This design comes from an exercise in tuning for small area, a short achievable clock period and few clock cycles per item on the open sky130 flow, not from production work. In this exercise RTL edits were held to simulation tests only and were not proved equivalent to the original.

==> design.v <==
package gf_field_pkg;
  localparam int FIELD_W = 163;
  localparam int DIGIT_W = 4;
  localparam int NUM_DIGITS = 41;
  localparam int PAD_W = NUM_DIGITS * DIGIT_W;
  localparam logic [FIELD_W-1:0] POLY_TAPS = {{(FIELD_W - 8){1'b0}}, 8'b1100_1001};
  typedef logic [FIELD_W-1:0] gf_elem_t;
  typedef logic [DIGIT_W-1:0] gf_digit_t;
  typedef union packed {
    logic [PAD_W-1:0]            flat;
    gf_digit_t [NUM_DIGITS-1:0]  digits;
  } gf_operand_u;
endpackage
package mult_seq_pkg;
  typedef logic [5:0] step_t;
  localparam step_t STEP_FIRST_DIGIT = 6'd1;
  localparam step_t STEP_LAST_DIGIT = 6'd41;
  localparam step_t STEP_DONE = 6'd42;
endpackage
`timescale 1ns/1ns
module digit_feeder
(
  input  logic      clk,
  input  logic      rst_n,
  input  logic      start,
  input  gf_field_pkg::gf_elem_t  a,
  input  gf_field_pkg::gf_elem_t  b,
  output gf_field_pkg::gf_elem_t  a_reg,
  output gf_field_pkg::gf_digit_t digit,
  output logic      acc_clear,
  output logic      acc_en,
  output mult_seq_pkg::step_t     step,
  output logic      running
);
  gf_field_pkg::gf_operand_u                     b_reg;
  logic [$clog2(gf_field_pkg::NUM_DIGITS)-1:0]   digit_idx;
  assign acc_clear = start && !running;
  assign acc_en = running && (step >= mult_seq_pkg::STEP_FIRST_DIGIT) && (step <= mult_seq_pkg::STEP_LAST_DIGIT);
  assign digit_idx = mult_seq_pkg::STEP_LAST_DIGIT - step;
  assign digit = acc_en ? b_reg.digits[digit_idx] : '0;   
  always_ff @(posedge clk or negedge rst_n) begin
    if (!rst_n) begin
      step    <= '0;
      running <= 1'b0;
    end else if (!start) begin
      step    <= '0;
      running <= 1'b0;
    end else if (!running) begin
      step    <= mult_seq_pkg::STEP_FIRST_DIGIT;
      running <= 1'b1;
    end else if (step != mult_seq_pkg::STEP_DONE) begin
      step <= step + 1'b1;   
    end
  end
  always_ff @(posedge clk) begin
    if (acc_clear) begin
      a_reg      <= a;
      b_reg.flat <= {{(gf_field_pkg::PAD_W - gf_field_pkg::FIELD_W){1'b0}}, b};   
    end
  end
endmodule
`timescale 1ns/1ns
module digit_mac
(
  input  logic      clk,
  input  logic      rst_n,
  input  gf_field_pkg::gf_elem_t  a_reg,
  input  gf_field_pkg::gf_digit_t digit,
  input  logic      acc_clear,
  input  logic      acc_en,
  output gf_field_pkg::gf_elem_t  acc
);
  localparam int PROD_W = gf_field_pkg::FIELD_W + gf_field_pkg::DIGIT_W - 1;   
  localparam int WIDE_W = gf_field_pkg::FIELD_W + gf_field_pkg::DIGIT_W;       
  logic [PROD_W-1:0] pp;
  logic [WIDE_W-1:0] wide;
  gf_field_pkg::gf_elem_t          acc_next;
  always_comb begin
    pp = '0;
    for (int i = 0; i < gf_field_pkg::DIGIT_W; i++) begin
      if (digit[i]) begin
        pp = pp ^ (PROD_W'(a_reg) << i);
      end
    end
  end
  always_comb begin
    wide     = {acc, {gf_field_pkg::DIGIT_W{1'b0}}} ^ WIDE_W'(pp);
    acc_next = wide[gf_field_pkg::FIELD_W-1:0];
    for (int j = 0; j < gf_field_pkg::DIGIT_W; j++) begin
      if (wide[gf_field_pkg::FIELD_W + j]) begin
        acc_next = acc_next ^ (gf_field_pkg::POLY_TAPS << j);
      end
    end
  end
  always_ff @(posedge clk or negedge rst_n) begin
    if (!rst_n) begin
      acc <= '0;
    end else if (acc_clear) begin
      acc <= '0;
    end else if (acc_en) begin
      acc <= acc_next;
    end
  end
endmodule
`timescale 1ns/1ns
module result_stage
(
  input  logic     clk,
  input  logic     rst_n,
  input  logic     start,
  input  mult_seq_pkg::step_t    step,
  input  logic     running,
  input  gf_field_pkg::gf_elem_t acc,
  output gf_field_pkg::gf_elem_t p,
  output logic     done
);
  logic load;
  assign load = running && (step == mult_seq_pkg::STEP_DONE) && !done;
  always_ff @(posedge clk or negedge rst_n) begin
    if (!rst_n) begin
      p    <= '0;
      done <= 1'b0;
    end else if (!start) begin
      done <= 1'b0;   
    end else if (load) begin
      p    <= acc;
      done <= 1'b1;
    end
  end
endmodule
`timescale 1ns/1ns
module gf_mult_top
(
  input  logic     clk,
  input  logic     rst_n,
  input  logic     start,
  input  gf_field_pkg::gf_elem_t a,
  input  gf_field_pkg::gf_elem_t b,
  output gf_field_pkg::gf_elem_t p,
  output logic     done
);
  gf_field_pkg::gf_elem_t  a_reg;
  gf_field_pkg::gf_digit_t digit;
  logic      acc_clear;
  logic      acc_en;
  mult_seq_pkg::step_t     step;
  logic      running;
  gf_field_pkg::gf_elem_t  acc;
  digit_feeder u_feeder (
    .clk       (clk),
    .rst_n     (rst_n),
    .start     (start),
    .a         (a),
    .b         (b),
    .a_reg     (a_reg),
    .digit     (digit),
    .acc_clear (acc_clear),
    .acc_en    (acc_en),
    .step      (step),
    .running   (running)
  );
  digit_mac u_mac (
    .clk       (clk),
    .rst_n     (rst_n),
    .a_reg     (a_reg),
    .digit     (digit),
    .acc_clear (acc_clear),
    .acc_en    (acc_en),
    .acc       (acc)
  );
  result_stage u_result (
    .clk     (clk),
    .rst_n   (rst_n),
    .start   (start),
    .step    (step),
    .running (running),
    .acc     (acc),
    .p       (p),
    .done    (done)
  );
endmodule
==> run.sh <==
#!/bin/bash
# synth_recipe.tcl (not shown) runs the flow's synth.tcl, then flattens the netlist and writes it again
# the make line also repeats each setting of config.mk as NAME=value (left out here)
make -C /OpenROAD-flow-scripts/flow DESIGN_CONFIG=/design/flow/config.mk WORK_HOME=/design/flow/orfs CLKGATE_MAP_FILE= SYNTH_SCRIPT=/design/flow/synth_recipe.tcl finish
==> config.mk <==
export PLATFORM = sky130hd
export DESIGN_NAME = gf_mult_top
export DESIGN_NICKNAME = gf_mult_top
export VERILOG_FILES = /design/flow/design.v
export SDC_FILE = /design/flow/constraint.sdc
export NUM_CORES = 4
export LEC_CHECK = 0
export CAP_MARGIN = 20
export CORE_MARGIN = 2
export CORE_UTILIZATION = 45
export SLEW_MARGIN = 20
==> constraint.sdc <==
create_clock -name core_clock -period 8.0 [get_ports {clk}]
set_input_delay 1.6000 -clock core_clock [delete_from_list [all_inputs] [get_ports {clk}]]
set_output_delay 1.6000 -clock core_clock [all_outputs]
set_load 0.01 [all_outputs]
==> results.cfg, run 1 <==
[grt]
grt_pass1_vias = 22250
grt_use_total = 0.2257
grt_overflow = 0
grt_max_degree = 164
grt_pass1_wl_um = 134300
grt_antenna_before_repair = 18

[timing]
setup_tns_ns = 0
max_slew_margin = 0.2426
fmax_mhz = 172.8
hold_violations = 0
tightest_slew_ns = 1.136
period_minus_slack_ns = 5.787
period_share = 0.7234
skew_ns = 0.02803
setup_violations = 0
maxSlewViolCount = 0
grt_setup_unrepaired = no
holdWs_ns = 0.5013

[cts]
numCtsBuffers = 74
clockBufferDepth = 3
clk_pin_slew_worst_paths_ns = 0.06
clkLatencyLatePin_ns = 0.62
cts_tree = done
cts_setup_buffers = 0
postCtsHoldBufs = 0
cts-htree-levels = 3
clock-sinks = 660
cts_root_buffer = clkbuf_16
cts_resized = 0

[logic_synthesis]
syn_nets = 2980
synth_area_leader_cell = edfxtp_1
synthTopCellsByArea = edfxtp_1 (29%), dfrtp_1 (25%), xnor3_1 (11%)
netlist.area_leader.share = 0.2925
synth_warnings = 3
synth_seq_cells = 660
syn_avg_cell_area_sq_um = 12.65
synth_edf_count = 326
seq_area_frac_synth = 0.5422
synth_cell_types = 56
netlist_area_sq_mm = 0.03347
synth_ff_type = dfrtp_1
ys_async_sr_fraction = 0.5061
syn_inst = 2645

[die]
die_w_um = 276.7
rows = 99
ioPinCount = 493
dieArea_sq_mm = 0.07657
die_h_um = 276.7
start_util = 0.4564
core_sq_mm = 0.07333

[place]
gp_congestion = 0.8067
postPlaceCellArea_sq_mm = 0.03903
dp_hpwl_um = 58420
numPortBuffers = 492

[layout]
nets = 3406
drive_gt1_frac = 0.1130
final_area_sq_mm = 0.04163
mostFrequentLayoutCells = nand2_1 (647), clkdlybuf4s50_1 (491), dfrtp_1 (332)
syn_to_final_growth_pct = 24.39
mostFrequentLayoutCell = nand2_1

[routing]
drc = 0
via_per_inst = 5.254
ant_nets = 0
drt_iter0_markers = 1393
postRouteWirelength_um = 86100
dr.pass1.iters = 5
wl_per_cell_um = 21.01
vias = 21540

[critical_path]
critPathLaunchType = flop
cp.arrival_ns = 6.24
cp_data_required_time_ns = 8.45
crit_type = reg -> reg
r2r_slack_ns = 2.21
reg2reg_depth = 13
cp_max_fo = 84
cp-end-kind = flop

[min_path]
hold_class = reg -> reg
hold_depth = 1

[run_status]
status = finished clean

[run]
drv_cap = 0
[per-stage QoR]
stage,instances,worst slack [ns],util
floorplan,2645,0.3436,-
finish,4099,2.213,0.5677
CTS,4091,2.153,0.5674
global placement,3952,2.201,0.5316
global route,4099,1.682,0.5677
detailed placement,3954,2.188,0.5323
[cells by family (layout without fill, tap and decap cells)]
logic type,after synthesis,after routing,share of synthesized area
AND/OR/NAND/NOR,874,874,0.1074
flip-flops,660,660,0.5422
XOR/XNOR,508,508,0.2020
multiplexers,215,215,0.08442
AO/OA/AOI/OAI,206,206,0.03410
buffers and inverters,176,663,0.02755
adder cells (fa/ha/maj),6,6,0.002243
other,0,8,0
[cells in the mapped netlist (4+ instances only)]
cell and count:
o211ai_1 4, nand3_1 184, edfxtp_1 326, xnor3_1 165, xor2_1 14, nand2_1 647, mux4_2 37, dfrtp_1 334
buf_4 10, o21ai_0 35, o21a_1 4, clkbuf_1 80, nor3_1 8, buf_6 20, ha_1 6, buf_2 50
mux2i_1 10, a21oi_1 8, o21ai_1 135, mux2_2 168, nor2_1 12, xnor2_1 326, nand4_1 7, inv_1 11
[per-layer routing]
metal / wire (um) / global-route usage / up-vias / share of wire
li1: - / - / 9998 / -
met3: 5237 / 0.04995 / 132 / 0.061
met1: 35580 / 0.2906 / 10710 / 0.41
met2: 42650 / 0.3785 / 674 / 0.50
met4: 2526 / 0.07678 / 18 / 0.029
met5: 112 / 0 / - / 0.0013
[final timing paths]
check | start | endpoint
setup / recovery | u_feeder.step[1]$_DFFE_PN0P_ | u_mac.acc[57]$_DFFE_PN0P_
hold / removal | u_result.p[59]$_DFFE_PN0P_ | u_result.p[59]$_DFFE_PN0P_
setup reg to reg | u_feeder.step[1]$_DFFE_PN0P_ | u_mac.acc[57]$_DFFE_PN0P_
hold reg to reg | u_result.p[59]$_DFFE_PN0P_ | u_result.p[59]$_DFFE_PN0P_
max in group asynchronous | rst_n | u_result.p[56]$_DFFE_PN0P_
min in group asynchronous | rst_n | u_result.p[112]$_DFFE_PN0P_
[critical path, stage by stage (launching register included)]
cell,delay [ns]
dfrtp_2,0.34
buf_4,0.47
inv_2,0.23
ha_1,1.05
inv_1,0.41
o2111ai_1,0.33
o31ai_1,0.25
nor2_4,0.16
buf_4,0.63
buf_4,0.85
nand2_1,0.17
xnor3_1,0.24
xnor2_1,0.25
o21ai_1,0.09
[layout make-up]
class,count,area [sq um]
Fill cell,6059,31700
Sequential cell,660,18150
Multi-Input combinational cell,1809,14430
Timing Repair Buffer,514,5202
Clock buffer,100,2021
Tap cell,959,1200
Clock inverter,37,559.3
Inverter,12,48.80
Antenna cell,8,20.02
Testbench counts, summed over its fixed seeds: cycles 16,896, items 384.
==> inputs of run 2 (changes only) <==
==> design.v (replaced) <==
package gf_field_pkg;
  localparam int FIELD_W = 163;
  localparam int DIGIT_W = 28;
  localparam int NUM_DIGITS = 6;
  localparam int PAD_W = NUM_DIGITS * DIGIT_W;
  typedef logic [FIELD_W-1:0] gf_elem_t;
  typedef logic [DIGIT_W-1:0] gf_digit_t;
endpackage
package mult_seq_pkg;
  typedef logic [5:0] step_t;
endpackage
`timescale 1ns/1ns
module digit_feeder
(
  input  logic      clk,
  input  logic      rst_n,
  input  logic      start,
  input  gf_field_pkg::gf_elem_t  a,
  input  gf_field_pkg::gf_elem_t  b,
  output gf_field_pkg::gf_elem_t  a_reg,
  output gf_field_pkg::gf_digit_t digit,
  output mult_seq_pkg::step_t     step,
  output logic      running
);
  logic [gf_field_pkg::PAD_W-1:0] b_sh;
  always_ff @(posedge clk or negedge rst_n) begin
    if (!rst_n) begin
      running <= 1'b0;
      step    <= '0;
    end else begin
      running <= start;
      if (!start)
        step <= '0;
      else if (!running)
        step <= mult_seq_pkg::step_t'(1);
      else
        step <= step << 1;
    end
  end
  always_ff @(posedge clk) begin
    if (!running) begin
      a_reg <= a;
      b_sh  <= gf_field_pkg::PAD_W'(b);
    end else begin
      b_sh  <= b_sh << gf_field_pkg::DIGIT_W;
    end
  end
  assign digit = b_sh[gf_field_pkg::PAD_W-1 -: gf_field_pkg::DIGIT_W];
endmodule
`timescale 1ns/1ns
module digit_mac
(
  input  logic      clk,
  input  gf_field_pkg::gf_elem_t  a_reg,
  input  gf_field_pkg::gf_digit_t digit,
  input  logic      first,
  output gf_field_pkg::gf_elem_t  acc,
  output gf_field_pkg::gf_elem_t  acc_next
);
  localparam int W  = gf_field_pkg::FIELD_W;
  localparam int D  = gf_field_pkg::DIGIT_W;
  localparam int WW = W + D;                    
  logic [W-1:0]  acc_fb;
  logic [WW-1:0] wide;
  always_comb begin
    wide = {acc_fb, {D{1'b0}}};
    for (int i = 0; i < D; i++)
      if (digit[i]) wide = wide ^ (WW'(a_reg) << i);
  end
  assign acc_fb = first ? '0 : acc;
  always_comb begin
    acc_next = wide[W-1:0];
    for (int j = 0; j < D; j++) begin
      acc_next[j]     = acc_next[j]     ^ wide[W+j];
      acc_next[j + 3] = acc_next[j + 3] ^ wide[W+j];
      acc_next[j + 6] = acc_next[j + 6] ^ wide[W+j];
      acc_next[j + 7] = acc_next[j + 7] ^ wide[W+j];
    end
  end
  always_ff @(posedge clk) acc <= acc_next;
endmodule
`timescale 1ns/1ns
module result_stage
(
  input  logic     clk,
  input  logic     rst_n,
  input  logic     start,
  input  logic     last,
  input  gf_field_pkg::gf_elem_t acc_next,
  output gf_field_pkg::gf_elem_t p,
  output logic     done
);
  always_ff @(posedge clk or negedge rst_n) begin
    if (!rst_n) begin
      p    <= '0;
      done <= 1'b0;
    end else if (!start) begin
      done <= 1'b0;   
    end else if (last) begin
      p    <= acc_next;
      done <= 1'b1;
    end
  end
endmodule
`timescale 1ns/1ns
module gf_mult_top
(
  input  logic     clk,
  input  logic     rst_n,
  input  logic     start,
  input  gf_field_pkg::gf_elem_t a,
  input  gf_field_pkg::gf_elem_t b,
  output gf_field_pkg::gf_elem_t p,
  output logic     done
);
  gf_field_pkg::gf_elem_t  a_reg;
  gf_field_pkg::gf_digit_t digit;
  mult_seq_pkg::step_t     step;
  logic                    running;
  gf_field_pkg::gf_elem_t  acc;
  gf_field_pkg::gf_elem_t  acc_next;
  digit_feeder u_feeder (
    .clk     (clk),
    .rst_n   (rst_n),
    .start   (start),
    .a       (a),
    .b       (b),
    .a_reg   (a_reg),
    .digit   (digit),
    .step    (step),
    .running (running)
  );
  digit_mac u_mac (
    .clk      (clk),
    .a_reg    (a_reg),
    .digit    (digit),
    .first    (step[0]),
    .acc      (acc),
    .acc_next (acc_next)
  );
  result_stage u_result (
    .clk      (clk),
    .rst_n    (rst_n),
    .start    (start),
    .last     (step[5]),
    .acc_next (acc_next),
    .p        (p),
    .done     (done)
  );
endmodule
==> run 2 against run 1 <==
Critical path depth decreased by 4. Hold slack got worse by 0.066 ns. Clock skew increased by 0.037 ns. Area after synthesis increased by 150%. Register-to-register slack improved by 1.7 ns. Worst setup slack improved by 1.7 ns. Flip-flop and latch count increased by 5. Critical endpoint is now u_result.p[127]$_DFFE_PN0P_. Largest cell class is now multi-input combinational cells.
==> results.cfg, run 2 <==
[grt]
grt_antenna_before_repair = 16
grt_pass1_vias = 78190
grt_pass1_wl_um = 526900
grt_overflow = 0
grt_max_degree = 158
grt_use_total = 0.3763

[logic_synthesis]
netlist.area_leader.share = 0.3959
synth_seq_cells = 665
synth_compound_area_frac = 0.0002114
synth_warnings = 3
synth_top_family_by_area = XOR/XNOR gates
yosys.area_share.simple = 0.2222
synth_fa_ha_area_frac = 0
synthMuxAreaShare = 0.04023
synth_area_leader_cell = xnor2_1
syn_avg_cell_area_sq_um = 7.286
ys_top_cells_by_count = nand2_1 (4566), xnor2_1 (3745), xor2_1 (790), buf_1 (445), dfxtp_1 (331)
synth_cell_types = 26
synth_ff_type = dfxtp_1
ys_async_sr_fraction = 0.2571
synth_most_common_cell = nand2_1
synth-xor-area-share = 0.4936
syn_inst = 11370
synth_edf_count = 163
seq_area_frac_synth = 0.1907
synthTopCellsByArea = xnor2_1 (40%), nand2_1 (21%), xor2_1 (8.4%)
netlist_area_sq_mm = 0.08286
syn_nets = 11700

[routing]
dr.pass1.iters = 8
drc = 0
via_per_inst = 5.727
vias = 78360
wl_per_cell_um = 26.53
postRouteWirelength_um = 363000
drt_iter0_markers = 11270
ant_nets = 0

[die]
die_h_um = 433.1
start_util = 0.4526
die_w_um = 433.1
rows = 157
dieArea_sq_mm = 0.1876
ioPinCount = 493
core_sq_mm = 0.1831

[cts]
clk_pin_slew_worst_paths_ns = 0.06
cts_setup_buffers = 0
postCtsHoldBufs = 0
cts-htree-levels = 3
clkLatencyLatePin_ns = 0.79
clock-sinks = 665
clockBufferDepth = 3
cts_tree = done
cts_resized = 0
numCtsBuffers = 88
cts_root_buffer = clkbuf_16

[timing]
setup_tns_ns = 0
setup_slack_ns = 3.916
skew_ns = 0.06456
fmax_mhz = 244.9
period_minus_slack_ns = 4.084
period_share = 0.5105
tightest_slew_ns = 1.226
maxSlewViolCount = 0
hold_violations = 0
grt_setup_unrepaired = no
setup_violations = 0
max_slew_margin = 0.1825

[layout]
layout.area.seq_sq_mm = 0.01591
nets = 11470
largest_register_ffs = 168
mostFrequentLayoutCells = nand2_1 (4565), xnor2_1 (3745), xor2_1 (790)
final_area_sq_mm = 0.09179
syn_to_final_growth_pct = 10.78
fillers = 17680
top_register = u_feeder.b_sh
mostFrequentLayoutCell = nand2_1
multiInputGateArea_sq_mm = 0.06267
drive_gt1_frac = 0.06385

[run_status]
status = finished clean

[place]
postPlaceCellArea_sq_mm = 0.08864
post-place-ws_ns = 3.934
numPortBuffers = 492
gp_congestion = 0.8627
dp_hpwl_um = 192900

[run]
drv_cap = 0

[critical_path]
slowest_delay_ns = 0.87
cpMostUsedCell = xnor2_1
crit_start = u_feeder.b_sh[160]$_DFF_P_
crit_type = reg -> reg
r2r_slack_ns = 3.92
cp_max_fo = 45
cp.arrival_ns = 4.75
cp-end-kind = flop
crit_chain = buf_4, buf_4, nand2_1, xor2_1, xnor2_1, xnor2_1, xnor2_1, xnor2_1, mux2_2
critPathLaunchType = flop
timing.rr.start = u_feeder.b_sh[160]$_DFF_P_
cp_data_required_time_ns = 8.66
critPathSlowestCell = buf_4

[min_path]
hold_start = u_feeder.b_sh[137]$_DFF_P_
hold_class = reg -> reg

[power]
run 2: critical path: cells and delay by family, from the launching register on:
family	cells	cell delay (ns)
xor gates and xnor gates	5	1.33
buffers and inverters	2	1.41
DFF	1	0.77
muxes	1	0.29
and+or+nand+nor	1	0.12
run 2: cell families (layout without fill, tap and decap cells):
group	Yosys count	in the layout
AND/OR/NAND/NOR	4769	4769
XOR/XNOR	4588	4588
buffers and inverters	1051	892
flip-flops	665	665
multiplexers	296	296
AO/OA/AOI/OAI	3	3
other	0	6
run 2: metrics by stage:
stage	cells	hold slack [ns]	utilization
3_5_place_dp	13510	0.4194	0.4841
4_1_cts	13680	0.4338	0.5013
3_3_place_gp	13510	0.4320	0.4841
2_1_floorplan	11370	0.4119	-
5_1_grt	13680	0.4448	0.5013
6_report	13680	0.4355	0.5014
run 2: worst paths after layout:
| kind | to | cells after the start |
|---|---|---|
| worst max-delay path | u_result.p[127]$_DFFE_PN0P_ | 9 |
| worst min-delay path | u_feeder.b_sh[165]$_SDFF_PN0_ | 1 |
| worst max register to register | u_result.p[127]$_DFFE_PN0P_ | 9 |
| worst min register to register | u_feeder.b_sh[165]$_SDFF_PN0_ | 1 |
| max in group asynchronous | u_result.p[60]$_DFFE_PN0P_ | 2 |
| min in group asynchronous | u_result.p[161]$_DFFE_PN0P_ | 1 |
run 2: area by class of cell:
cell class | instances | area share
multi-input cells | 9656 | 0.6827
flip-flops and latches | 665 | 0.1734
repair buffers | 726 | 0.07577
well taps | 2464 | 0.03359
clock buffers | 111 | 0.02640
clock inverters | 52 | 0.007783
inverters | 3 | 0.0002045
diodes | 6 | 0.0001636
run 2: routing by layer:
metal / global-route usage / vias to the layer above / routed length (um)
li1: - / 33280 / -
met1: 0.4607 / 36850 / 130300
met2: 0.5790 / 6379 / 153300
met3: 0.09961 / 1834 / 50400
met4: 0.2506 / 18 / 29000
met5: 0 / - / 98
Testbench counts of run 2, summed over its fixed seeds: cycles 3,072, items 384.
==> inputs of run 3 (changes only) <==
--- a/design.v
+++ b/design.v
@@ -1,13 +1,13 @@
 package gf_field_pkg;
   localparam int FIELD_W = 163;
-  localparam int DIGIT_W = 28;
-  localparam int NUM_DIGITS = 6;
+  localparam int DIGIT_W = 33;
+  localparam int NUM_DIGITS = 5;
   localparam int PAD_W = NUM_DIGITS * DIGIT_W;
   typedef logic [FIELD_W-1:0] gf_elem_t;
   typedef logic [DIGIT_W-1:0] gf_digit_t;
 endpackage
 package mult_seq_pkg;
-  typedef logic [5:0] step_t;
+  typedef logic [4:0] step_t;
 endpackage
 `timescale 1ns/1ns
 module digit_feeder
@@ -18,7 +18,10 @@
   input  gf_field_pkg::gf_elem_t  a,
   input  gf_field_pkg::gf_elem_t  b,
   output gf_field_pkg::gf_elem_t  a_reg,
+  output logic [gf_field_pkg::FIELD_W:0] a_x1,
   output gf_field_pkg::gf_digit_t digit,
+  output gf_field_pkg::gf_digit_t sel_a,
+  output gf_field_pkg::gf_digit_t sel_b,
   output mult_seq_pkg::step_t     step,
   output logic      running
 );
@@ -45,14 +48,29 @@
       b_sh  <= b_sh << gf_field_pkg::DIGIT_W;
     end
   end
+  assign a_x1 = {a_reg, 1'b0} ^ {1'b0, a_reg};
   assign digit = b_sh[gf_field_pkg::PAD_W-1 -: gf_field_pkg::DIGIT_W];
+  always_comb begin
+    sel_a = '0;
+    sel_b = '0;
+    for (int g = 0; g < gf_field_pkg::DIGIT_W / 2; g++) begin
+      sel_a[2*g]   =  digit[2*g] & ~digit[2*g+1];
+      sel_a[2*g+1] = ~digit[2*g] &  digit[2*g+1];
+      sel_b[g]     =  digit[2*g] &  digit[2*g+1];
+    end
+    if (gf_field_pkg::DIGIT_W % 2 == 1)
+      sel_a[gf_field_pkg::DIGIT_W-1] = digit[gf_field_pkg::DIGIT_W-1];
+  end
 endmodule
 `timescale 1ns/1ns
 module digit_mac
 (
   input  logic      clk,
   input  gf_field_pkg::gf_elem_t  a_reg,
+  input  logic [gf_field_pkg::FIELD_W:0] a_x1,
   input  gf_field_pkg::gf_digit_t digit,
+  input  gf_field_pkg::gf_digit_t sel_a,
+  input  gf_field_pkg::gf_digit_t sel_b,
   input  logic      first,
   output gf_field_pkg::gf_elem_t  acc,
   output gf_field_pkg::gf_elem_t  acc_next
@@ -62,10 +80,21 @@
   localparam int WW = W + D;                    
   logic [W-1:0]  acc_fb;
   logic [WW-1:0] wide;
+  localparam int G = D / 2;                     
+  logic [WW-1:0] pp [G];
+  always_comb begin
+    for (int g = 0; g < G; g++) begin
+      pp[g] = ((WW'(a_reg) << (2*g))     & {WW{sel_a[2*g]}}) |
+              ((WW'(a_reg) << (2*g + 1)) & {WW{sel_a[2*g+1]}})  |
+              ((WW'(a_x1)  << (2*g))     & {WW{sel_b[g]}});
+    end
+  end
   always_comb begin
     wide = {acc_fb, {D{1'b0}}};
-    for (int i = 0; i < D; i++)
-      if (digit[i]) wide = wide ^ (WW'(a_reg) << i);
+    for (int g = 0; g < G; g++)
+      wide = wide ^ pp[g];
+    if (D % 2 == 1)
+      wide = wide ^ ((WW'(a_reg) << (D - 1)) & {WW{sel_a[D-1]}});
   end
   assign acc_fb = first ? '0 : acc;
   always_comb begin
@@ -114,7 +143,10 @@
   output logic     done
 );
   gf_field_pkg::gf_elem_t  a_reg;
+  logic [gf_field_pkg::FIELD_W:0] a_x1;
   gf_field_pkg::gf_digit_t digit;
+  gf_field_pkg::gf_digit_t sel_a;
+  gf_field_pkg::gf_digit_t sel_b;
   mult_seq_pkg::step_t     step;
   logic                    running;
   gf_field_pkg::gf_elem_t  acc;
@@ -126,14 +158,20 @@
     .a       (a),
     .b       (b),
     .a_reg   (a_reg),
+    .a_x1    (a_x1),
     .digit   (digit),
+    .sel_a   (sel_a),
+    .sel_b   (sel_b),
     .step    (step),
     .running (running)
   );
   digit_mac u_mac (
     .clk      (clk),
     .a_reg    (a_reg),
+    .a_x1     (a_x1),
     .digit    (digit),
+    .sel_a    (sel_a),
+    .sel_b    (sel_b),
     .first    (step[0]),
     .acc      (acc),
     .acc_next (acc_next)
@@ -142,7 +180,7 @@
     .clk      (clk),
     .rst_n    (rst_n),
     .start    (start),
-    .last     (step[5]),
+    .last     (step[4]),
     .acc_next (acc_next),
     .p        (p),
     .done     (done)
--- a/config.mk
+++ b/config.mk
@@ -8,4 +8,6 @@
 export CAP_MARGIN = 20
 export CORE_MARGIN = 2
 export CORE_UTILIZATION = 45
+export SETUP_SLACK_MARGIN = 5
 export SLEW_MARGIN = 20
+export SYNTH_HIERARCHICAL = 1
==> run 3 against run 2 <==
Synthesized cell count fell by 24%. Area after synthesis fell by 1.9%. The flow now stops in 5_1_grt.
==> results.cfg, run 3 <==
[die]
ioPinCount = 493
start_util = 0.4513
die_h_um = 429.1
rows = 156
die_w_um = 429.1

[run_status]
failing_step = 5_1_grt
status = stopped before the end
tool.error = [ERROR GRT-0116] Global routing finished with congestion. Check the congestion regions in the DRC Viewer.

[logic_synthesis]
syn_avg_cell_area_sq_um = 9.382
syn_inst = 8667
synth_warnings = 10
syn_nets = 8996
netlist_area_sq_mm = 0.08131

[cts]
clockBufferDepth = 3
postCtsHoldBufs = 0
numCtsBuffers = 82
cts-htree-levels = 3
cts_root_buffer = clkbuf_16
clock-sinks = 661

[place]
gp_congestion = 1.004
dp_cells = 10320
numPortBuffers = 492
dp_hpwl_um = 273900

[grt]
grt_pass1_wl_um = 1031000
grt_pass1_vias = 114200
grt_overflow = 329
grt_use_total = 0.7852
grt_max_degree = 131
==> run 3: stage by stage <==
step	hold slack, ns	instance area (sq um)	setup WS [ns]
after floorplan	0.4119	81320	4.517
after global placement	0.4367	87550	3.584
after detailed placement	0.4372	87590	3.522
after CTS	0.4486	106300	4.534
==> run 3: metal layers <==
metal | track usage | overflow
met5 | 0.6068 | 9
met4 | 0.7024 | 113
met3 | 0.7296 | 49
met2 | 0.8619 | 113
met1 | 0.8029 | 45
==> run 3: worst min path at each step <==
stage | slack (ns) | cells after the start | end | startpoint
CTS | 0.45 | 1 | u_feeder.b_sh[97]$_DFF_P_ | u_feeder.b_sh[64]$_DFF_P_
detailed placement | 0.44 | 1 | u_feeder.b_sh[163]$_SDFF_PN0_ | u_feeder.b_sh[130]$_DFF_P_
global placement | 0.44 | 1 | u_feeder.b_sh[44]$_DFF_P_ | u_feeder.b_sh[11]$_SDFF_PP0_
floorplan | 0.41 | 1 | u_feeder.b_sh[163]$_SDFF_PN0_ | u_feeder.b_sh[130]$_DFF_P_
==> run 3: what timing repair did <==
item | CTS
pin swaps | 456
gates resized for setup | 1883
setup endpoints to repair | 516
cloned | 204
setup buffers | 500
Testbench counts of run 3, summed over its fixed seeds: cycles 2,688, items 384.
==> inputs of run 4 (changes only) <==
==> design.v (replaced) <==
package gf_field_pkg;
  localparam int FIELD_W = 163;
  localparam int DIGIT_W = 28;
  localparam int NUM_DIGITS = 6;
  localparam int REST_W = (NUM_DIGITS - 1) * DIGIT_W;
  localparam int TOP_W  = FIELD_W - REST_W;
  typedef logic [FIELD_W-1:0] gf_elem_t;
  typedef logic [DIGIT_W-1:0] gf_digit_t;
endpackage
package mult_seq_pkg;
  localparam int NUM_STEPS = 6;
  typedef logic [NUM_STEPS-1:0] step_t;
endpackage
`timescale 1ns/1ns
module digit_feeder
(
  input  logic      clk,
  input  logic      rst_n,
  input  logic      start,
  input  gf_field_pkg::gf_elem_t  a,
  input  gf_field_pkg::gf_elem_t  b,
  output gf_field_pkg::gf_elem_t  a_reg,
  output gf_field_pkg::gf_digit_t digit,
  output mult_seq_pkg::step_t     step,
  output logic      running
);
  localparam int D = gf_field_pkg::DIGIT_W;
  localparam int R = gf_field_pkg::REST_W;
  logic [R-1:0]                        b_sh;       
  gf_field_pkg::gf_digit_t             nxt;        
  always_ff @(posedge clk or negedge rst_n) begin
    if (!rst_n) begin
      running <= 1'b0;
      step    <= '0;
    end else begin
      running <= start;
      if (!start)
        step <= '0;
      else if (!running)
        step <= mult_seq_pkg::step_t'(1);
      else
        step <= step << 1;
    end
  end
  assign nxt = running ? b_sh[R-1 -: D] : D'(b[gf_field_pkg::FIELD_W-1:R]);
  always_ff @(posedge clk) begin
    if (!running) begin
      a_reg <= a;
      b_sh  <= b[R-1:0];
    end else begin
      b_sh  <= b_sh << D;
    end
    digit <= nxt;
  end
endmodule
`timescale 1ns/1ns
module digit_mac
(
  input  logic      clk,
  input  gf_field_pkg::gf_elem_t  a_reg,
  input  gf_field_pkg::gf_digit_t digit,
  input  logic      first,
  output gf_field_pkg::gf_elem_t  acc,
  output gf_field_pkg::gf_elem_t  acc_next
);
  localparam int W  = gf_field_pkg::FIELD_W;
  localparam int D  = gf_field_pkg::DIGIT_W;
  localparam int WW = W + D;                    
  logic [W-1:0]  acc_fb;
  logic [WW-1:0] wide;
  assign acc_fb = first ? '0 : acc;
  always_comb begin
    wide = {acc_fb, {D{1'b0}}};
    for (int i = 0; i < D; i++)
      wide = wide ^ ((WW'(a_reg) << i) & {WW{digit[i]}});
  end
  always_comb begin
    acc_next = wide[W-1:0];
    for (int j = 0; j < D; j++) begin
      acc_next[j]     = acc_next[j]     ^ wide[W+j];
      acc_next[j + 3] = acc_next[j + 3] ^ wide[W+j];
      acc_next[j + 6] = acc_next[j + 6] ^ wide[W+j];
      acc_next[j + 7] = acc_next[j + 7] ^ wide[W+j];
    end
  end
  always_ff @(posedge clk) acc <= acc_next;
endmodule
`timescale 1ns/1ns
module result_stage
(
  input  logic     clk,
  input  logic     rst_n,
  input  logic     start,
  input  logic     last,
  input  gf_field_pkg::gf_elem_t acc_next,
  output gf_field_pkg::gf_elem_t p,
  output logic     done
);
  always_ff @(posedge clk or negedge rst_n) begin
    if (!rst_n) begin
      p    <= '0;
      done <= 1'b0;
    end else if (!start) begin
      done <= 1'b0;   
    end else if (last) begin
      p    <= acc_next;
      done <= 1'b1;
    end
  end
endmodule
`timescale 1ns/1ns
module gf_mult_top
(
  input  logic     clk,
  input  logic     rst_n,
  input  logic     start,
  input  gf_field_pkg::gf_elem_t a,
  input  gf_field_pkg::gf_elem_t b,
  output gf_field_pkg::gf_elem_t p,
  output logic     done
);
  gf_field_pkg::gf_elem_t              a_reg;
  gf_field_pkg::gf_digit_t             digit;
  mult_seq_pkg::step_t                 step;
  logic                                running;
  gf_field_pkg::gf_elem_t              acc;
  gf_field_pkg::gf_elem_t              acc_next;
  digit_feeder u_feeder (
    .clk     (clk),
    .rst_n   (rst_n),
    .start   (start),
    .a       (a),
    .b       (b),
    .a_reg   (a_reg),
    .digit   (digit),
    .step    (step),
    .running (running)
  );
  digit_mac u_mac (
    .clk      (clk),
    .a_reg    (a_reg),
    .digit    (digit),
    .first    (step[0]),
    .acc      (acc),
    .acc_next (acc_next)
  );
  result_stage u_result (
    .clk      (clk),
    .rst_n    (rst_n),
    .start    (start),
    .last     (step[gf_field_pkg::NUM_DIGITS-1]),
    .acc_next (acc_next),
    .p        (p),
    .done     (done)
  );
endmodule
--- a/config.mk
+++ b/config.mk
@@ -7,7 +7,6 @@
 export LEC_CHECK = 0
 export CAP_MARGIN = 20
 export CORE_MARGIN = 2
-export CORE_UTILIZATION = 45
-export SETUP_SLACK_MARGIN = 5
+export CORE_UTILIZATION = 50
+export SETUP_SLACK_MARGIN = 4.5
 export SLEW_MARGIN = 20
-export SYNTH_HIERARCHICAL = 1
==> run 4 against run 3 <==
The run now finishes clean. Synthesized cell count grew 31%. Area after synthesis up 1.8%.
==> results.cfg, run 4 <==
[run_status]
status = finished clean

[critical_path]
cp_data_required_time_ns = 8.66
crit_type = reg -> reg
cp.arrival_ns = 4.28
cp-end-kind = flop
critPathLaunchType = flop
cp_max_fo = 28

[routing]
met1Wirelength_um = 133100
drt_iter0_markers = 11880
dr.pass1.iters = 9
wl_met3_um = 57510
met2_length_um = 154800
drc = 0
via_per_inst = 5.942
top_layer = met5
ant_nets = 0
postRouteWirelength_um = 378600
wl_per_cell_um = 28.09
vias = 80090

[die]
dieArea_sq_mm = 0.1689
start_util = 0.5025
core_sq_mm = 0.1648
die_h_um = 411.0
ioPinCount = 493
rows = 149
die_w_um = 411.0

[grt]
grt_antenna_before_repair = 25
grt_max_degree = 120
grt_pass1_wl_um = 536400
grt_pass1_vias = 78250
grt_use_total = 0.4264
grt_overflow = 0

[logic_synthesis]
syn_inst = 11370
synthTopCellsByArea = xnor2_1 (40%), nand2_1 (21%), xor2_1 (8.1%)
synth_warnings = 3
seq_area_frac_synth = 0.1908
synth_cell_types = 26
synth_ff_type = dfxtp_1
synth_edf_count = 163
syn_avg_cell_area_sq_um = 7.281
synth_most_common_cell = nand2_1
netlist_area_sq_mm = 0.08281
ys_async_sr_fraction = 0.2571
ys_top_cells_by_count = nand2_1 (4567), xnor2_1 (3776), xor2_1 (762), buf_1 (462), dfxtp_1 (331)
synth_seq_cells = 665
netlist.area_leader.share = 0.3994
synth_area_leader_cell = xnor2_1
syn_nets = 11700

[place]
post-place-ws_ns = 3.688
gp_congestion = 0.8981
numPortBuffers = 492
dp_hpwl_um = 194500

[timing]
hold_violations = 0
period_share = 0.4529
skew_ns = 0.08568
tightest_slew_ns = 0.9580
fmax_mhz = 276.0
maxSlewViolCount = 0
holdWs_ns = 0.4367
setup_slack_ns = 4.377
setup_violations = 0
period_minus_slack_ns = 3.623
max_slew_margin = 0.3567
grt_setup_unrepaired = yes
setup_tns_ns = 0

[cts]
clock-sinks = 665
numCtsBuffers = 87
cts-htree-levels = 3
cts_root_buffer = clkbuf_16
clk_pin_slew_worst_paths_ns = 0.06
clockBufferDepth = 3
cts_tree = done
clkLatencyLatePin_ns = 0.81
postCtsHoldBufs = 0

[layout]
final_util = 0.5631
nets = 11530
syn_to_final_growth_pct = 12.07
fillers = 15370
drive_gt1_frac = 0.07088
mostFrequentLayoutCells = nand2_1 (4566), xnor2_1 (3766), xor2_1 (762)
mostFrequentLayoutCell = nand2_1

[min_path]
hold_class = reg -> reg

[run]
drv_cap = 0
run 4: metrics by stage:
step                instance area, sq um  cells
floorplan                          82820  11370
global placement                   88300  13250
detailed placement                 88300  13250
CTS                                92210  13440
global route                       92760  13460
finish                             92800  13480
run 4: layer usage:
metal / up-vias / global-route usage
met2: 6993 / 0.6441
met4: 32 / 0.2907
met5: - / 0
met3: 2096 / 0.1210
li1: 33430 / -
met1: 37540 / 0.5249
run 4: cells by family after synthesis:
| kind of cell | Yosys count | synth area share |
|---|---|---|
| DFF | 665 | 0.1908 |
| and+or+nand+nor | 4769 | 0.2223 |
| AOI/OAI and AO/OA | 3 | 0.0002115 |
| buffers and inverters | 1051 | 0.05261 |
| xor gates and xnor gates | 4589 | 0.4939 |
| muxes | 296 | 0.04025 |
run 4: path summary, 6_finish.rpt:
path	depth (start not counted)	end	slack (ns)	startpoint
max	9	u_result.p[117]$_DFFE_PN0P_	4.38	u_feeder.digit[4]$_DFF_P_
min	1	u_feeder.digit[25]$_SDFF_PN0_	0.44	u_feeder.b_sh[137]$_DFF_P_
max reg2reg	9	u_result.p[117]$_DFFE_PN0P_	4.38	u_feeder.digit[4]$_DFF_P_
min reg2reg	1	u_feeder.digit[25]$_SDFF_PN0_	0.44	u_feeder.b_sh[137]$_DFF_P_
max in group asynchronous	2	u_result.p[22]$_DFFE_PN0P_	6.02	rst_n
min in group asynchronous	1	u_result.p[101]$_DFFE_PN0P_	0.81	rst_n
run 4: cell type report:
type | count | area (sq um) | share of cell area
timing repair buffer | 785 | 8230 | 0.08869
multi-input combinational | 9657 | 62730 | 0.6760
antenna | 17 | 42.54 | 0.0004584
clock buffer | 111 | 2347 | 0.02529
tap | 2189 | 2739 | 0.02951
clock inverter | 51 | 750.7 | 0.008090
sequential | 665 | 15940 | 0.1718
inverter | 3 | 15.01 | 0.0001618
run 4: what timing repair did:
action / in CTS / in global routing
resized for setup: 63 / 38
setup buffers: 22 / 16
endpoints found under the setup margin: 150 / 83
cloned: 5 / 4
run 4: critical path, stage by stage (launching register included):
cell	delay (ns)
dfxtp_4	0.62
buf_4	0.57
buf_4	0.52
nand2_1	0.12
xor2_1	0.17
xnor2_1	0.21
xnor2_1	0.17
xnor2_1	0.13
xnor2_1	0.67
mux2_2	0.28
Testbench counts of run 4, summed over its fixed seeds: cycles 3,072, items 384.
==> inputs of run 5 (changes only) <==
--- a/design.v
+++ b/design.v
@@ -69,10 +69,40 @@
   logic [W-1:0]  acc_fb;
   logic [WW-1:0] wide;
   assign acc_fb = first ? '0 : acc;
+  localparam int H  = D / 2;                    
+  localparam int NP = (W + D - 1) / D;          
+  logic [NP*D-1:0] a_pad;
+  logic [2*H-2:0]  p_hh [NP];
+  logic [2*H-2:0]  p_ll [NP];
+  logic [2*H-2:0]  p_mm [NP];
+  logic [H-1:0]    d_sum;
+  assign a_pad = (NP*D)'(a_reg);
+  assign d_sum = digit[2*H-1:H] ^ digit[H-1:0];
+  always_comb begin
+    for (int m = 0; m < NP; m++) begin
+      logic [H-1:0] a_l, a_h, a_s;
+      a_l = a_pad[m*D +: H];
+      a_h = a_pad[m*D + H +: H];
+      a_s = a_l ^ a_h;
+      p_hh[m] = '0;
+      p_ll[m] = '0;
+      p_mm[m] = '0;
+      for (int i = 0; i < H; i++) begin
+        p_hh[m] = p_hh[m] ^ ((2*H-1)'(a_h) << i & {(2*H-1){digit[H+i]}});
+        p_ll[m] = p_ll[m] ^ ((2*H-1)'(a_l) << i & {(2*H-1){digit[i]}});
+        p_mm[m] = p_mm[m] ^ ((2*H-1)'(a_s) << i & {(2*H-1){d_sum[i]}});
+      end
+    end
+  end
   always_comb begin
     wide = {acc_fb, {D{1'b0}}};
-    for (int i = 0; i < D; i++)
-      wide = wide ^ ((WW'(a_reg) << i) & {WW{digit[i]}});
+    for (int m = 0; m < NP; m++) begin
+      wide = wide ^ (WW'(p_ll[m]) << (m*D))
+                  ^ (WW'(p_ll[m] ^ p_hh[m] ^ p_mm[m]) << (m*D + H))
+                  ^ (WW'(p_hh[m]) << (m*D + 2*H));
+    end
+    if (D % 2 == 1)
+      wide = wide ^ ((WW'(a_reg) << (D - 1)) & {WW{digit[D-1]}});
   end
   always_comb begin
     acc_next = wide[W-1:0];
==> run 5 against run 4 <==
Cell count down 17%. Die area down 15%. Fmax up 1.5%. Highest routed layer unchanged. Non-clock buffer count up 23. Critical path depth down 1. Utilization up 3.5 points. Area after synthesis down 15%. Synthesized cell count down 19%. Largest cell class unchanged. Global-route usage down 2.1 points. Worst setup slack better by 0.054 ns. Still clean on timing, DRC and antenna.
==> results.cfg, run 5 <==
[die]
core_sq_mm = 0.1399
die_w_um = 379.8
ioPinCount = 493
rows = 137
start_util = 0.5048
dieArea_sq_mm = 0.1443
die_h_um = 379.8

[layout]
fillers = 12480
syn_to_final_growth_pct = 18.56
nets = 9631
drive_gt1_frac = 0.1086
mostFrequentLayoutCells = xnor2_1 (2878), nand2_1 (2390), nor2_1 (1083)
mostFrequentLayoutCell = xnor2_1

[grt]
grt_max_degree = 139
use_met2 = 0.5756
grt_busiest_layer = met2
grt_overflow = 0
grt_use_total = 0.4054
use_met1 = 0.5347
grt_pass1_vias = 60080
grt_pass1_wl_um = 432500
grt_use_met3 = 0.1456
grt_antenna_before_repair = 9

[cts]
clock-sinks = 665
numCtsBuffers = 78
cts-htree-levels = 3
postCtsHoldBufs = 0
cts_tree = done
clk_pin_slew_worst_paths_ns = 0.06
cts_root_buffer = clkbuf_16
clkLatencyLatePin_ns = 0.75
clockBufferDepth = 3

[routing]
via_per_inst = 5.636
ant_nets = 0
postRouteWirelength_um = 304400
vias = 63420
wl_per_cell_um = 27.06
drc = 0
drt_iter0_markers = 9141
dr.pass1.iters = 6

[logic_synthesis]
synth_ff_type = dfxtp_1
netlist_area_sq_mm = 0.07061
synth_seq_cells = 665
synth_area_leader_cell = xnor2_1
synth_edf_count = 163
seq_area_frac_synth = 0.2238
synth_warnings = 6
syn_avg_cell_area_sq_um = 7.692
synthTopCellsByArea = xnor2_1 (38%), nand2_1 (13%), dfxtp_1 (9.4%)
ys_top_cells_by_count = xnor2_1 (3084), nand2_1 (2391), nor2_1 (1083), xor2_1 (598), clkbuf_1 (388)
syn_nets = 9509
synth_most_common_cell = xnor2_1
synth_cell_types = 30
syn_inst = 9180
netlist.area_leader.share = 0.3825
ys_async_sr_fraction = 0.2571

[critical_path]
cp_data_required_time_ns = 8.61
timing.rr.start = u_feeder.a_reg[114]$_DFFE_PN_
r2r_slack_ns = 4.43
cp_max_fo = 15
crit_start = u_feeder.a_reg[114]$_DFFE_PN_
critPathLaunchType = flop
cp-end-kind = flop
cp.arrival_ns = 4.18
crit_type = reg -> reg

[timing]
period_share = 0.4462
setup_tns_ns = 0
hold_violations = 0
max_slew_margin = 0.1669
skew_ns = 0.04893
setup_slack_ns = 4.431
maxSlewViolCount = 0
period_minus_slack_ns = 3.569
fmax_mhz = 280.2
setup_violations = 0
grt_setup_unrepaired = yes
tightest_slew_ns = 1.250

[place]
post-place-ws_ns = 3.686
gp_congestion = 0.9676
dp_hpwl_um = 194400
numPortBuffers = 492

[min_path]
hold_class = reg -> reg
hold_start = u_feeder.b_sh[136]$_DFF_P_

[run]
drv_cap = 0

[run_status]
status = finished clean
-- run 5: changes by cell type after synthesis, sizes merged, moves of 120 or more --
cell,before,now
xor2,763,601
clkbuf,272,392
nand2,4567,2392
buf,776,375
xnor2,3777,3091
nor2,1,1083
-- run 5: what timing repair did --
action	4_1_cts	5_1_grt
gates cloned	7	0
pin swaps	8	10
gates resized for setup	211	89
buffers inserted	125	44
endpoints found under the setup margin	310	127
-- run 5: cells by family after synthesis --
group	count (synthesis)	share of synthesized area
flip-flops	665	0.2238
AND/OR/NAND/NOR	3678	0.2028
buffers and inverters	773	0.04522
AO/OA/AOI/OAI	9	0.0008151
XOR/XNOR	3758	0.4801
multiplexers	297	0.04736
-- run 5: layout make-up --
type / count / area [sq um] / area share
diodes: 7 / 17.52 / 0.0002092
well taps: 1876 / 2347 / 0.02804
multi-input cells: 7743 / 53750 / 0.6420
flip-flops and latches: 665 / 15910 / 0.1901
repair buffers: 808 / 8944 / 0.1068
clock buffers: 101 / 2128 / 0.02542
clock inverters: 45 / 595.6 / 0.007114
inverters: 6 / 26.28 / 0.0003138
-- run 5: worst paths after layout --
| path | end | depth (start not counted) |
|---|---|---|
| worst max-delay path | u_result.p[139]$_DFFE_PN0P_ | 8 |
| worst min-delay path | u_feeder.digit[24]$_SDFF_PN0_ | 1 |
| worst max register to register | u_result.p[139]$_DFFE_PN0P_ | 8 |
| worst min register to register | u_feeder.digit[24]$_SDFF_PN0_ | 1 |
| max in group asynchronous | u_result.p[96]$_DFFE_PN0P_ | 2 |
| min in group asynchronous | u_result.done$_DFFE_PN0P_ | 1 |
-- run 5: worst max-delay path, cell delays in order (launching register included) --
cell	delay, ns
edfxtp_1	0.73
xnor2_2	1.06
nor2_1	0.12
xnor2_1	0.23
xnor2_1	0.16
xnor2_1	0.13
xnor2_1	0.44
xnor2_2	0.24
mux2_2	0.30
-- run 5: through the flow --
step | std cells | util | instance area [sq um] | hold WS [ns]
after detailed placement | 10920 | 0.5478 | 76620 | 0.4274
final | 11250 | 0.5985 | 83720 | 0.4474
after CTS | 11200 | 0.5895 | 82460 | 0.4545
after global placement | 10920 | 0.5470 | 76510 | 0.4235
after floorplan | 9180 | - | 70630 | 0.4119
after global routing | 11250 | 0.5985 | 83710 | 0.4599
-- run 5: metal layers --
| metal | share of wire | routed length, um |
|---|---|---|
| met4 | 0.060 | 18400 |
| met3 | 0.15 | 45530 |
| met1 | 0.38 | 116300 |
| met5 | 0.00057 | 172 |
| met2 | 0.41 | 124000 |
Testbench counts of run 5, summed over its fixed seeds: cycles 3,072, items 384.
==> inputs of run 6 (changes only) <==
--- a/design.v
+++ b/design.v
@@ -76,6 +76,30 @@
   logic [2*H-2:0]  p_ll [NP];
   logic [2*H-2:0]  p_mm [NP];
   logic [H-1:0]    d_sum;
+  localparam int Q = H / 2;                     
+  function automatic logic [2*H-2:0] kmul(input logic [H-1:0] x, input logic [H-1:0] y);
+    logic [2*Q-2:0] hh, ll, mm;
+    logic [Q-1:0]   xs, ys;
+    logic [2*H-2:0] r;
+    xs = x[2*Q-1:Q] ^ x[Q-1:0];
+    ys = y[2*Q-1:Q] ^ y[Q-1:0];
+    hh = '0;
+    ll = '0;
+    mm = '0;
+    for (int i = 0; i < Q; i++) begin
+      hh = hh ^ (((2*Q-1)'(x[2*Q-1:Q]) << i) & {(2*Q-1){y[Q+i]}});
+      ll = ll ^ (((2*Q-1)'(x[Q-1:0]) << i) & {(2*Q-1){y[i]}});
+      mm = mm ^ (((2*Q-1)'(xs) << i) & {(2*Q-1){ys[i]}});
+    end
+    r = (2*H-1)'(ll) ^ ((2*H-1)'(ll ^ hh ^ mm) << Q) ^ ((2*H-1)'(hh) << (2*Q));
+    if (H % 2 == 1) begin
+      for (int i = 0; i < H; i++) begin
+        if (i < H - 1) r = r ^ (((2*H-1)'(x[i] & y[H-1])) << (i + H - 1));
+        r = r ^ (((2*H-1)'(x[H-1] & y[i])) << (i + H - 1));
+      end
+    end
+    kmul = r;
+  endfunction
   assign a_pad = (NP*D)'(a_reg);
   assign d_sum = digit[2*H-1:H] ^ digit[H-1:0];
   always_comb begin
@@ -87,11 +111,9 @@
       p_hh[m] = '0;
       p_ll[m] = '0;
       p_mm[m] = '0;
-      for (int i = 0; i < H; i++) begin
-        p_hh[m] = p_hh[m] ^ ((2*H-1)'(a_h) << i & {(2*H-1){digit[H+i]}});
-        p_ll[m] = p_ll[m] ^ ((2*H-1)'(a_l) << i & {(2*H-1){digit[i]}});
-        p_mm[m] = p_mm[m] ^ ((2*H-1)'(a_s) << i & {(2*H-1){d_sum[i]}});
-      end
+      p_hh[m] = kmul(a_h, digit[2*H-1:H]);
+      p_ll[m] = kmul(a_l, digit[H-1:0]);
+      p_mm[m] = kmul(a_s, d_sum);
     end
   end
   always_comb begin
==> run 6 against run 5 <==
Worst setup slack worse by 0.091 ns. Global-route usage up 3.1 points. Hold slack got worse by 0.021 ns. Via count fell by 9.1%. Utilization up 5.4 points. Routed wire length is 1.2% lower. Critical endpoint is now u_result.p[123]$_DFFE_PN0P_.
==> results.cfg, run 6 <==
[routing]
dr.pass1.iters = 6
drc = 0
ant_nets = 0
vias = 57670
drt_iter0_markers = 8583
wl_per_cell_um = 29.77
postRouteWirelength_um = 300800
via_per_inst = 5.707

[grt]
grt_pass1_vias = 53360
grt_pass1_wl_um = 404800
grt_use_total = 0.4364
grt_overflow = 0
grt_antenna_before_repair = 15
grt_max_degree = 165

[layout]
fillers = 10510
final_area_sq_mm = 0.08298
drive_gt1_frac = 0.1870
nets = 8705
mostFrequentLayoutCell = xnor2_1
mostFrequentLayoutCells = xnor2_1 (2129), nor2_1 (1342), nand2_1 (1290)
syn_to_final_growth_pct = 29.95

[die]
core_sq_mm = 0.1272
die_w_um = 361.4
ioPinCount = 493
die_h_um = 361.4
start_util = 0.5020
dieArea_sq_mm = 0.1306
rows = 131

[cts]
clkLatencyLatePin_ns = 0.73
numCtsBuffers = 77
cts-htree-levels = 3
clockBufferDepth = 3
clk_pin_slew_worst_paths_ns = 0.06
postCtsHoldBufs = 0
cts_root_buffer = clkbuf_16
cts_tree = done
clock-sinks = 665

[critical_path]
cp_max_fo = 20
cp-end-kind = flop
cp.arrival_ns = 4.30
cpMostUsedCell = xnor2_1
crit_chain = buf_12, bufbuf_16, nand2_1, xor2_1, xnor2_1, xnor2_1, xor2_1, xnor2_2, xnor2_1, xnor2_1, mux2_2
slowest_delay_ns = 0.60
critPathSlowestCell = xnor2_1
crit_type = reg -> reg
critPathLaunchType = flop
cp_data_required_time_ns = 8.64

[place]
dp_hpwl_um = 208800
numPortBuffers = 492
post-place-ws_ns = 3.361
postPlaceCellArea_sq_mm = 0.07041
gp_congestion = 1.057

[timing]
setup_slack_ns = 4.339
max_slew_margin = 0.1884
grt_setup_unrepaired = yes
setup_violations = 0
maxSlewViolCount = 0
tightest_slew_ns = 1.209
period_share = 0.4576
fmax_mhz = 273.2
setup_tns_ns = 0
period_minus_slack_ns = 3.661
hold_violations = 0
skew_ns = 0.05698

[logic_synthesis]
syn_avg_cell_area_sq_um = 8.226
yosys.area_share.simple = 0.1774
netlist.area_leader.share = 0.3506
synth_most_common_cell = xnor2_1
synth_seq_cells = 665
synth_ff_type = dfxtp_1
syn_inst = 7762
syn_nets = 8091
synth_fa_ha_area_frac = 0
netlist_area_sq_mm = 0.06385
synthTopCellsByArea = xnor2_1 (35%), dfxtp_1 (10%), xor2_1 (9.1%)
seq_area_frac_synth = 0.2474
synth_area_leader_cell = xnor2_1
synth_compound_area_frac = 0.005095
ys_async_sr_fraction = 0.2571
ys_top_cells_by_count = xnor2_1 (2556), nor2_1 (1348), nand2_1 (1293), xor2_1 (663), dfxtp_1 (331)
synth_warnings = 6
synth-xor-area-share = 0.4811
synth_edf_count = 163
synth_top_family_by_area = XOR/XNOR gates
synthMuxAreaShare = 0.05590
synth_cell_types = 36

[run]
drv_cap = 0

[run_status]
status = finished clean

[min_path]
hold_class = reg -> reg
## run 6: cell count changes after synthesis, sizes merged, moves of 17 or more
cell / before / now
a22oi: 1 / 18
buf: 375 / 194
clkbuf: 392 / 317
mux2: 297 / 317
nand2: 2392 / 1294
nor2: 1083 / 1348
xnor2: 3091 / 2584
xnor3: 66 / 86
xor2: 601 / 665
## run 6: routing by layer
layer,vias up,share of wire,GRT usage
met5,-,0.00041,0
met2,4273,0.41,0.6329
li1,24840,-,-
met3,938,0.15,0.1440
met1,27600,0.38,0.5834
met4,16,0.066,0.2060
## run 6: worst paths after layout
check                                      startpoint                       endpoint  slack (ns)  cells after the start
hold / removal             u_feeder.b_sh[136]$_DFF_P_  u_feeder.digit[24]$_SDFF_PN0_        0.43                      1
setup reg to reg           u_feeder.digit[10]$_DFF_P_    u_result.p[123]$_DFFE_PN0P_        4.34                     11
max in group asynchronous                       rst_n     u_result.p[96]$_DFFE_PN0P_        5.98                      2
hold reg to reg            u_feeder.b_sh[136]$_DFF_P_  u_feeder.digit[24]$_SDFF_PN0_        0.43                      1
min in group asynchronous                       rst_n     u_feeder.step[4]$_DFF_PN0_        0.78                      1
setup / recovery           u_feeder.digit[10]$_DFF_P_    u_result.p[123]$_DFFE_PN0P_        4.34                     11
## run 6: critical path: cells and delay by family (launching register included)
kind / cells / cell delay (ns)
xor gates and xnor gates: 7 / 2.27
buffers and inverters: 2 / 0.54
DFF: 1 / 0.42
muxes: 1 / 0.28
and+or+nand+nor: 1 / 0.09
## run 6: through the flow
step | hold slack (ns) | util | instances
after floorplan | 0.4119 | - | 7762
after global placement | 0.4205 | 0.5531 | 9558
after detailed placement | 0.4244 | 0.5536 | 9559
after CTS | 0.4239 | 0.6251 | 9933
after global routing | 0.4359 | 0.6523 | 10100
final | 0.4267 | 0.6524 | 10110
## run 6: final cells by class
class | instances | area, sq um | share of cell area
Clock inverter | 37 | 395.4 | 0.004765
Timing Repair Buffer | 1046 | 11610 | 0.1400
Clock buffer | 105 | 2165 | 0.02609
Antenna cell | 4 | 10.01 | 0.0001206
Tap cell | 1662 | 2079 | 0.02506
Inverter | 15 | 60.06 | 0.0007238
Sequential cell | 665 | 15910 | 0.1917
Multi-Input combinational cell | 6571 | 50750 | 0.6116
## run 6: kinds of logic after synthesis
family | after synthesis
AO/OA/AOI/OAI | 53
XOR/XNOR | 3337
buffers and inverters | 526
flip-flops | 665
multiplexers | 317
AND/OR/NAND/NOR | 2864
## run 6: repair_timing
| action | in CTS | in global routing |
|---|---|---|
| endpoints found under the setup margin | 320 | 137 |
| setup buffers | 207 | 152 |
| gates cloned | 25 | 16 |
| pin swaps | 55 | 107 |
| resized for setup | 551 | 241 |
Testbench counts of run 6, summed over its fixed seeds: cycles 3,072, items 384.

[what the ideal ports hide]
The flow's constraints put no driver on any port. The routed layouts listed below were extracted and timed again, unchanged, in two steps.
Step 1: set_driving_cell puts a clkbuf_16 on clk and a buf_2 on each other input, an assumption about the parent block.
Step 2 adds t to the input delays and takes it off the output delays; t is the mean of the earliest and latest rising clock arrival at the registers after step 1. Input paths then give back, and output paths get back, about the clock's delay inside the block.
Slacks: ideal ports / drivers / drivers and shift; pairs: ideal ports / drivers.
| run | t (ns) | setup WS [ns] | slew at the worst register clock pin (ns) |
|---|---|---|---|
| run 1 | 0.670 | 2.213 / 2.213 / 2.213 | 0.06 / 0.06 |
| run 2 | 0.849 | 3.916 / 3.916 / 3.829 | 0.07 / 0.07 |
| run 4 | 0.856 | 4.377 / 4.377 / 3.866 | 0.07 / 0.07 |
| run 5 | 0.815 | 4.431 / 4.427 / 3.813 | 0.08 / 0.08 |
| run 6 | 0.790 | 4.339 / 4.339 / 4.222 | 0.07 / 0.07 |
After both steps setup and hold are still met in every run listed. For run 5, which loses most, drivers alone change the setup slack by -0.004 ns; drivers and shift together by -0.618 ns.
